What follows belongs to an exercise in optimizing a design on an open flow for small area and a short achievable clock period; a production flow would make more cautious choices.
Power figures rest on the tool's default switching activity, not on a simulated workload.

trial 62:
==> flow/design.v <==
module spi_mem_target #(
  parameter int ADDR_W    = 8,
  parameter int MEM_DEPTH = 256
) (
  input  logic clk,
  input  logic rst,
  input  logic spi_sck,
  input  logic spi_cs_n,
  input  logic spi_mosi,
  output logic spi_miso,
  output logic spi_miso_oe,
  output logic busy,
  output logic cmd_err
);
  typedef enum logic [2:0] {
    IDLE, CMD, ADDR, READ, WRITE, STATUS, IGNORE
  } state_t;
  function automatic int plane_k(input int b);
    case (b)
      7, 6:    plane_k = 3;
      5, 4:    plane_k = 4;
      default: plane_k = 5;
    endcase
  endfunction
  state_t      state;
  logic [1:0]  sck_sync, cs_sync, mosi_sync;
  logic        sck_prev, cs_prev;
  logic        sck_s, cs_s, mosi_s;
  logic        sck_rise, sck_fall, cs_rise, cs_fall;
  logic [2:0]  bit_cnt;
  logic [6:0]  rx_sr;
  logic [7:0]  rx_byte;
  logic        miso_bit;
  logic        byte_done;
  logic [7:0]  addr;
  logic [7:0]  addr_inc;
  logic        is_read;
  logic        mem_we;
  logic        wel;
  logic        wrote;
  logic [4:0]  ph;
  logic [4:0]  ph_n;
  logic [7:0]  wbuf;
  logic        wact;
  logic        wlast;
  logic [4:0]  wcnt;
  logic        wpos;
  logic [2:0]  eq_a;
  logic        eq_i;
  logic [2:0]  rm;
  logic [4:0]  rsel7;
  logic [1:0]  tj3;
  logic        tj4;
  logic [7:0]  we;
  logic        rm7;
  logic [7:0]  txb;
  logic        tx_bit;
  logic        c_win;
  logic        cm0, cm1;
  logic        cand0, cand1;
  logic        first1, first2;
  logic        cwin_n;
  assign sck_s     = sck_sync[1];
  assign cs_s      = cs_sync[1];
  assign mosi_s    = mosi_sync[1];
  assign sck_rise  = sck_s & ~sck_prev;
  assign sck_fall  = ~sck_s & sck_prev;
  assign cs_rise   = cs_s & ~cs_prev;
  assign cs_fall   = ~cs_s & cs_prev;
  assign rx_byte   = {rx_sr, mosi_s};
  assign byte_done = sck_rise && (bit_cnt == 3'd7);
  assign mem_we    = (state == WRITE) && byte_done && !cs_rise;
  assign spi_miso  = miso_bit;
  assign addr_inc  = addr + 8'd1;
  assign ph_n      = ph + 5'd1;
  assign cwin_n    = (state == ADDR) && (bit_cnt == 3'd7);
  assign eq_a[0] = (ph_n[2:0] == addr[2:0]);
  assign eq_a[1] = eq_a[0] && (ph_n[3] == addr[3]);
  assign eq_a[2] = eq_a[1] && (ph_n[4] == addr[4]);
  assign eq_i    = (ph_n[2:0] == addr_inc[2:0]);
  always_ff @(posedge clk or posedge rst) begin
    if (rst) begin
      cs_sync <= 2'b00;
      cs_prev <= 1'b0;
    end else begin
      cs_sync <= {cs_sync[0], spi_cs_n};
      cs_prev <= cs_s;
    end
  end
  always_ff @(posedge clk) begin
    sck_sync  <= {sck_sync[0], spi_sck};
    mosi_sync <= {mosi_sync[0], spi_mosi};
    sck_prev  <= sck_s;
  end
  always_ff @(posedge clk) begin
    if (sck_rise) begin
      rx_sr   <= rx_byte[6:0];
      bit_cnt <= bit_cnt + 3'd1;
    end
    if (!cs_rise && state == IDLE && cs_fall) begin
      bit_cnt <= 3'd0;
      wrote   <= 1'b0;
    end
    if (!cs_rise && state == CMD && byte_done) begin
      is_read <= rx_byte[0];
    end
    if (!cs_rise && state == WRITE && byte_done) begin
      wrote <= 1'b1;
    end
  end
  always_ff @(posedge clk) begin
    ph    <= ph_n;
    wlast <= wact && (wcnt == 5'd31);
    if (mem_we) begin
      wbuf <= rx_byte;
      wact <= 1'b1;
      wcnt <= 5'd0;
    end else if (wact) begin
      wcnt <= wcnt + 5'd1;
      if (wcnt == 5'd31) begin
        wact <= 1'b0;
      end
    end
    wpos <= wact && eq_a[2];
  end
  always_ff @(posedge clk) begin
    if (!cs_rise && state == ADDR && byte_done) begin
      addr <= rx_byte;
    end else if ((!cs_rise && state == READ && byte_done) || wlast) begin
      addr <= addr_inc;
    end
  end
  for (genvar l = 0; l < 8; l++) begin : g_we
    assign we[l] = wpos && (addr[7:5] == l);
  end
  always_ff @(posedge clk) begin
    c_win  <= cwin_n;
    cm0    <= (ph_n[2:0] == {rx_sr[1:0], 1'b0});
    cm1    <= (ph_n[2:0] == {rx_sr[1:0], 1'b1});
    first1 <= (state == ADDR) && byte_done;
    first2 <= first1;
  end
  always_ff @(posedge clk) begin
    rm    <= eq_a;
    tj3   <= ~(addr[4:3] - ph_n[4:3]);
    tj4   <= ~(addr[4] ^ ph_n[4]);
    rsel7 <= cwin_n ? {rx_sr[6:4], ~(rx_sr[3:2] - ph_n[4:3])}
                    : {addr_inc[7:5], ~(addr_inc[4:3] - ph_n[4:3])};
    rm7   <= eq_i && (bit_cnt != 3'd0);
  end
  for (genvar b = 0; b < 8; b++) begin : g_plane
    localparam int K  = plane_k(b);
    localparam int L  = 1 << K;
    localparam int NT = 32 >> K;
    logic [8*NT-1:0] taps;
    logic            tap;
    for (genvar l = 0; l < 8; l++) begin : g_loop
      logic [31:0] sr;
      always_ff @(posedge clk) begin
        sr <= {sr[30:0], we[l] ? wbuf[b] : sr[31]};
      end
      for (genvar j = 0; j < NT; j++) begin : g_tap
        assign taps[l*NT + j] = sr[L*j + L - 1];
      end
    end
    if (b == 7) begin : g_cap7
      assign tap = taps[rsel7];
      always_ff @(posedge clk) begin
        if (c_win && cm0) cand0 <= tap;
        if (c_win && cm1) cand1 <= tap;
        if (first2) begin
          txb[7] <= addr[0] ? cand1 : cand0;
        end else if (!c_win && rm7) begin
          txb[7] <= tap;
        end
      end
    end else begin : g_capn
      if (K == 3) begin : g_t3
        assign tap = taps[{addr[7:5], tj3}];
      end else if (K == 4) begin : g_t4
        assign tap = taps[{addr[7:5], tj4}];
      end else begin : g_t5
        assign tap = taps[addr[7:5]];
      end
      always_ff @(posedge clk) begin
        if (rm[K-3]) txb[b] <= tap;
      end
    end
  end
  always_comb begin
    tx_bit = 1'b0;
    if (state == READ) begin
      tx_bit = txb[~bit_cnt];
    end else if (state == STATUS) begin
      tx_bit = wel && (bit_cnt == 3'd6);
    end
  end
  always_ff @(posedge clk or posedge rst) begin
    if (rst) begin
      state       <= IDLE;
      miso_bit    <= 1'b0;
      spi_miso_oe <= 1'b0;
      busy        <= 1'b0;
      cmd_err     <= 1'b0;
      wel         <= 1'b0;
    end else begin
      cmd_err <= 1'b0;
      if (sck_fall) begin
        miso_bit <= tx_bit;
      end
      if (cs_rise) begin
        if (state == WRITE && wrote) begin
          wel <= 1'b0;
        end
        state       <= IDLE;
        spi_miso_oe <= 1'b0;
        busy        <= 1'b0;
        miso_bit    <= 1'b0;
      end else begin
        case (state)
          IDLE: begin
            if (cs_fall) begin
              state    <= CMD;
              busy     <= 1'b1;
              miso_bit <= 1'b0;
            end
          end
          CMD: begin
            if (byte_done) begin
              case (rx_byte)
                8'h03: begin
                  state <= ADDR;
                end
                8'h02: begin
                  if (wel) begin
                    state <= ADDR;
                  end else begin
                    state <= IGNORE;
                  end
                end
                8'h05: begin
                  state       <= STATUS;
                  spi_miso_oe <= 1'b1;
                end
                8'h06: begin
                  wel   <= 1'b1;
                  state <= IGNORE;
                end
                8'h04: begin
                  wel   <= 1'b0;
                  state <= IGNORE;
                end
                default: begin
                  state   <= IGNORE;
                  cmd_err <= 1'b1;
                end
              endcase
            end
          end
          ADDR: begin
            if (byte_done) begin
              if (is_read) begin
                state       <= READ;
                spi_miso_oe <= 1'b1;
              end else begin
                state <= WRITE;
              end
            end
          end
          READ, WRITE, STATUS, IGNORE: begin
          end
          default: begin
            state <= IDLE;
          end
        endcase
      end
    end
  end
endmodule
make LEC_CHECK=0 CAP_MARGIN=20 CORE_MARGIN=2 CORE_UTILIZATION=70 CTS_CLUSTER_DIAMETER=120 CTS_CLUSTER_SIZE=30 SETUP_SLACK_MARGIN=2.8 SLEW_MARGIN=20 finish   # period 5.0 ns
run.sh (not shown) runs the stock make flow with config.mk's settings and CLKGATE_MAP_FILE= SYNTH_SCRIPT=/design/flow/synth_recipe.tcl, a recipe that flattens the netlist after the stock synthesis.
Looking at the reports, trial 62 completed the entire flow and the layout it produced met the timing, design-rule and antenna checks.
Setup changes, trial 62 to build 67
--- a/flow/design.v
+++ b/flow/design.v
@@ -39,9 +39,8 @@
   logic        wel;
   logic        wrote;
   logic [4:0]  ph;
   logic [4:0]  ph_n;
-  logic [7:0]  wbuf;
   logic        wact;
   logic        wlast;
   logic [4:0]  wcnt;
   logic        wpos;
@@ -111,9 +110,8 @@
   always_ff @(posedge clk) begin
     ph    <= ph_n;
     wlast <= wact && (wcnt == 5'd31);
     if (mem_we) begin
-      wbuf <= rx_byte;
       wact <= 1'b1;
       wcnt <= 5'd0;
     end else if (wact) begin
       wcnt <= wcnt + 5'd1;
@@ -156,9 +154,9 @@
     logic            tap;
     for (genvar l = 0; l < 8; l++) begin : g_loop
       logic [31:0] sr;
       always_ff @(posedge clk) begin
-        sr <= {sr[30:0], we[l] ? wbuf[b] : sr[31]};
+        sr <= {sr[30:0], we[l] ? txb[b] : sr[31]};
       end
       for (genvar j = 0; j < NT; j++) begin : g_tap
         assign taps[l*NT + j] = sr[L*j + L - 1];
       end
@@ -167,11 +165,13 @@
       assign tap = taps[rsel7];
       always_ff @(posedge clk) begin
         if (c_win && cm0) cand0 <= tap;
         if (c_win && cm1) cand1 <= tap;
-        if (first2) begin
+        if (mem_we) begin
+          txb[7] <= rx_byte[7];
+        end else if (first2) begin
           txb[7] <= addr[0] ? cand1 : cand0;
-        end else if (!c_win && rm7) begin
+        end else if (!wact && !c_win && rm7) begin
           txb[7] <= tap;
         end
       end
     end else begin : g_capn
@@ -182,9 +182,13 @@
       end else begin : g_t5
         assign tap = taps[addr[7:5]];
       end
       always_ff @(posedge clk) begin
-        if (rm[K-3]) txb[b] <= tap;
+        if (mem_we) begin
+          txb[b] <= rx_byte[b];
+        end else if (!wact && rm[K-3]) begin
+          txb[b] <= tap;
+        end
       end
     end
   end
   always_comb begin
Findings:
Against trial 62, build 67 reports a detailed-router iteration count before antenna repair that is higher.
The detailed-route wire length in build 67 was higher than what trial 62 gave.
[build 67 vs trial 62] final cell count without fillers: higher in build 67
The switching share of total power was comparable across build 67 and trial 62.
Post-layout net count, build 67 vs trial 62: up slightly
Build 67: first-iteration DRC count about 18% above trial 62
On final instance area, build 67 and trial 62 are neck and neck.
Between trial 62 and build 67, the flow reports sum of internal, switching and leakage power decreasing slightly.
For trial 62, the last element of the critical path was busy, unlike build 67, where it was spi_miso.
Function was not checked in any run of this note: the RTL went through the layout flow alone.

[port drivers added, routing unchanged]
The flow's constraints put no driver on any port. The routed layouts listed below were extracted and timed again, unchanged, in two steps.
Step 1 (the two cells are an assumption about what drives the block):
set clk [get_ports {clk}]
set_driving_cell -lib_cell sky130_fd_sc_hd__clkbuf_16 $clk
set_driving_cell -lib_cell sky130_fd_sc_hd__buf_2 [delete_from_list [all_inputs] $clk]
Step 2 also shifts input and output timing later by t, the mid clock arrival at the registers, as if the neighbouring blocks saw the same clock.
Slacks: ideal ports / drivers / drivers and shift; pairs: ideal ports / drivers.
run | shift t [ns] | setup WS [ns] | clock arrival spread, ns
trial 62 | 0.707 | 2.715 / 2.653 / 2.856 | 0.032 / 0.032
build 67 | 0.718 | 2.696 / 2.632 / 2.879 | 0.028 / 0.028
After both steps setup and hold are still met in every run listed.
